This is an optimization exercise on Yosys and OpenROAD, whose aim is small area, a short achievable clock period and few clock cycles per item, not a production implementation. Where RTL was checked, it was by simulation tests only, not by an equivalence proof against the original. No activity file was given, so power comes from the tool's default toggle rates.

v10:
==> flow/design.v (excerpt) <==
module fc_layer_top #(
   parameter int n_inputs = fc_layer_pkg::N_INPUTS,
   parameter int n_lanes  = fc_layer_pkg::N_LANES,
   parameter int data_w   = fc_layer_pkg::DATA_W,
   parameter bit relu_en  = 1'b1
) (
   input  logic                clk,
   input  logic                reset,
   input  logic                input_valid,
   output logic                input_ready,
   input  fc_layer_pkg::data_t input_data,
   output logic                output_valid,
   input  logic                output_ready,
   output fc_layer_pkg::data_t output_data
);
Settings: LEC_CHECK=0, ABC_CLOCK_PERIOD_IN_PS=5000, CAP_MARGIN=20, CORE_MARGIN=2, CORE_UTILIZATION=40, PLACE_DENSITY=0.6, SETUP_SLACK_MARGIN=5, SLEW_MARGIN=20; clock period 12.0 ns.
standard.sh (not shown) runs the stock make flow with config.mk's settings and CLKGATE_MAP_FILE= SYNTH_SCRIPT=/design/flow/synth_recipe.tcl, a recipe that flattens the netlist after the stock synthesis.
==> flow/flow/run.sh <==
#!/bin/bash
set -euo pipefail
export SETUP_SLACK_MARGIN=7.5
bash standard.sh > standard_flow.log 2>&1
--- input diff v10..v5 ---
==> flow/run.sh (new file) <==
#!/bin/bash
# synth_recipe.tcl (not shown) runs the flow's synth.tcl, then flattens the netlist and writes it again
# the make line also repeats each setting of config.mk as NAME=value (left out here)
make -C /OpenROAD-flow-scripts/flow DESIGN_CONFIG=/design/flow/config.mk WORK_HOME=/design/flow/orfs CLKGATE_MAP_FILE= SYNTH_SCRIPT=/design/flow/synth_recipe.tcl finish
removed: flow/flow/run.sh
removed: flow/standard.sh
--- outcome ---
- Comparing v5 with v10, the fraction of met2 tracks used by global routing came out essentially unchanged.
- On maximum number of pins on one net before global-route repair, v10 tracks v5 almost exactly.
- Synthesized area came out exactly the same in v10 and v5.
- Final setup violation count: v5 vs v10 identical
- v10 → v5: wire length on met1 saw little to no change, total power saw little to no change, count of buffers inserted at the top-level ports saw little to no change.
Function was not checked in any run of this note: the RTL went through the layout flow alone.

---

Another version of the RTL of fc_layer_top (not shown whole).
Size in the first run: roughly 6400 cells after synthesis, roughly 690 flip-flops, about 38 I/O pins, roughly 0.061 sq mm of cells after synthesis.
clock: 12.0 ns
lec_check: 0
cap_margin: 20
core_margin: 2
core_utilization: 55
cts_buf_list: sky130_fd_sc_hd__clkbuf_8
place_density: 0.7
slew_margin: 20
==> flow/flow/run.sh <==
#!/bin/bash
set -euo pipefail
export SETUP_SLACK_MARGIN=8
bash standard.sh > standard_flow.log 2>&1
Testbench counts at the start, summed over its fixed seeds: cycles 3,160, items 192.
==> next run, changes <==
==> flow/flow/run.sh (replaced) <==
#!/bin/bash
set -euo pipefail
export SETUP_SLACK_MARGIN=8.6
bash standard.sh > standard_flow.log 2>&1
- ABC_CLOCK_PERIOD_IN_PS: default -> 4000
- CORE_UTILIZATION: 55 -> 40
- CTS_BUF_LIST: sky130_fd_sc_hd__clkbuf_8 -> default
- PLACE_DENSITY: 0.7 -> 0.6
Die area rises by 37%.
Routed wire length rises by 13%.
Design area rises by 14%.
Combinational power rises by 28%.
Via count rises by 4.9%.
Power rises by 17%.
Sequential cell count does not change.
Clock power rises by 15%.
Critical path depth falls by 2.
Area after synthesis is unchanged.
==> next run, changes <==
==> flow/flow/run.sh (replaced) <==
#!/bin/bash
set -euo pipefail
export SETUP_SLACK_MARGIN=8.3
bash standard.sh > standard_flow.log 2>&1
- ABC_AREA: default -> 1
- ABC_CLOCK_PERIOD_IN_PS: 4000 -> default
- CORE_UTILIZATION: 40 -> 55
- CTS_CLUSTER_DIAMETER: default -> 100
- CTS_CLUSTER_SIZE: default -> 30
- PLACE_DENSITY: 0.6 -> 0.7
After rerunning: The new run completed with no timing, DRC or antenna violations; setup slack is better by 160 ps; final cell count shrinks by roughly a tenth; utilization grows by 9.6 points; fmax grows by a few percent; wire length shrinks by about a fifth; total power grows by about a fifth; design area shrinks by about a fifth.
==> next run, changes <==
==> flow/flow/run.sh (replaced) <==
#!/bin/bash
set -euo pipefail
export SETUP_SLACK_MARGIN=8
bash standard.sh > standard_flow.log 2>&1
- ABC_AREA: 1 -> default
- ABC_CLOCK_PERIOD_IN_PS: default -> 4000
- CTS_CLUSTER_DIAMETER: 100 -> default
- CTS_CLUSTER_SIZE: 30 -> default
What happened:
- The changed run passed the timing, DRC and antenna checks
- utilization is higher by 0.71 points
- register-to-register slack degrades by 270 ps
- area after synthesis came out higher by 4.9%
- design area came out higher by 6.2%
- total power goes down by 25%
- routed wire length grows by 5.0%
- sequential cell count stays the same
- sequential power goes down by 12%
==> next run, changes <==
- CORE_UTILIZATION: 55 -> 40
- PLACE_DENSITY: 0.7 -> 0.6
Result: Die area went up by 37%. Worst setup slack improved by 34 ps. Register-to-register slack improves by 30 ps. Synthesized cell count is unchanged. First-iteration DRC count shrinks by 19%. Area after synthesis is unchanged.
==> next run, changes <==
==> flow/flow/run.sh (replaced) <==
#!/bin/bash
set -euo pipefail
export SETUP_SLACK_MARGIN=8.3
bash standard.sh > standard_flow.log 2>&1
- ABC_AREA: default -> 1
- ABC_CLOCK_PERIOD_IN_PS: 4000 -> default
- CORE_UTILIZATION: 40 -> 55
- PLACE_DENSITY: 0.6 -> 0.7
Effect:
- The changed run finished clean
- power is higher by 38%
- worst setup slack gains 220 ps
- final cell count goes down by 5.1%
- cell area came out lower by 6.1%
- global-route usage grows by 7.0 points
- clock skew decreases by 5.8 ps
- non-clock buffer count is lower by 77

---

Starting RTL as in the previous note.
// fc_layer_top
module fc_layer_top #(
   parameter int n_inputs = fc_layer_pkg::N_INPUTS,
   parameter int n_lanes  = fc_layer_pkg::N_LANES,
   parameter int data_w   = fc_layer_pkg::DATA_W,
   parameter bit relu_en  = 1'b1
) (
   input  logic                clk,
   input  logic                reset,
   input  logic                input_valid,
   output logic                input_ready,
   input  fc_layer_pkg::data_t input_data,
   output logic                output_valid,
   input  logic                output_ready,
   output fc_layer_pkg::data_t output_data
);
   logic [7:0][15:0] xs;         
   logic [7:0]       slot_par;   
   logic [7:0]       free;       
   logic [7:0]       rd15;       
   logic [7:0]       writable;
   logic [2:0]       wcnt;       
   logic             wpar;       
   logic             h_valid;    
   logic [15:0]      h_data;
   logic             wr_go;
   logic [15:0]      wr_data;
   logic [3:0]       l_inj;      
  ...
clock: 12.0 ns
lec_check: 0
abc_clock_period_in_ps: 4000
cap_margin: 20
core_margin: 2
core_utilization: 65
place_density: 0.8
slew_margin: 20
==> flow/flow/run.sh <==
#!/bin/bash
set -euo pipefail
export SETUP_SLACK_MARGIN=8
bash standard.sh > standard_flow.log 2>&1
Testbench counts at the start, summed over its fixed seeds: cycles 3,160, items 192.
Next try:
Settings changed: ABC_AREA set to 1, ABC_CLOCK_PERIOD_IN_PS 4000 to unset, CORE_UTILIZATION 65 to 55, PLACE_DENSITY 0.8 to 0.7.
The changed run finished clean.
Utilization shrinks by 12 points.
Clock skew shrinks by 13 ps.
Design area shrinks by 5.8%.
Hold slack gets worse by 35 ps.
Setup slack gets better by 51 ps.
Power grows by 36%.
Critical path depth shrinks by 11.
Sequential power grows by 14%.
Non-clock buffer count shrinks by 89.
Via count shrinks by 5.4%.
Next try:
Settings changed: ABC_AREA 1 to unset, ABC_CLOCK_PERIOD_IN_PS set to 8000.
The new run finished with timing, DRC and antenna clean.
Sequential cell count is unchanged.
Setup slack is better by 8.6 ps.
Wire length climbs by a little under a tenth.
Non-clock buffer count climbs by 90.
Cell count drops slightly.
Utilization climbs by 0.72 points.
Next try:
==> flow/flow/run.sh (replaced) <==
#!/bin/bash
set -euo pipefail
export SETUP_SLACK_MARGIN=8.6
bash standard.sh > standard_flow.log 2>&1
Settings changed: ABC_AREA set to 1, ABC_CLOCK_PERIOD_IN_PS 8000 to unset.
Result:
- worst hold slack loses 17 ps
- total power goes up by 58%
- die area goes down by 4.6%
- design area goes up by 3.1%

## separate check: timing with driven ports
No port has a modelled driver above. Below, the same layouts with a new extraction and two added sets of constraints. Step 1 sets driving cells, clkbuf_16 on the clock port and buf_2 on the other inputs (assumed; they add their load-dependent delay and slew). Step 2 moves the port delays by t, midway between the first and last clock arrival at a register: inputs arrive t later, outputs are due t later. That takes back most of the time a late clock gives input paths. Three values: no drivers, after step 1, after step 2; two values: the first two.
| run | shift t [ns] | setup WS [ns] | latest minus earliest clock arrival (ns) |
|---|---|---|---|
| v10 | 0.710 | 5.355 / 5.355 / 4.759 | 0.033 / 0.033 |
| v5 | 0.710 | 5.355 / 5.355 / 4.759 | 0.033 / 0.033 |
| the first run of note 2 | 0.861 | 8.081 / 8.017 / 7.449 | 0.063 / 0.063 |
| the second run of note 2 | 0.752 | 8.160 / 8.160 / 7.998 | 0.075 / 0.075 |
| the third run of note 2 | 0.684 | 8.317 / 8.243 / 7.800 | 0.050 / 0.049 |
| the fourth run of note 2 | 0.727 | 8.065 / 7.997 / 7.412 | 0.030 / 0.030 |
| the fifth run of note 2 | 0.750 | 8.099 / 8.097 / 7.705 | 0.039 / 0.039 |
| the sixth run of note 2 | 0.720 | 8.315 / 8.242 / 7.774 | 0.037 / 0.037 |
| the first run of note 3 | 0.736 | 8.005 / 7.980 / 7.472 | 0.039 / 0.039 |
| the second run of note 3 | 0.716 | 8.056 / 8.000 / 7.390 | 0.028 / 0.028 |
| the third run of note 3 | 0.727 | 8.065 / 7.997 / 7.412 | 0.030 / 0.030 |
| the fourth run of note 3 | 0.724 | 8.318 / 8.245 / 7.882 | 0.036 / 0.036 |
After both steps every run listed still meets setup and hold. For the second run of note 3, which loses most, drivers alone change the setup slack by -0.056 ns; drivers and shift together by -0.666 ns.
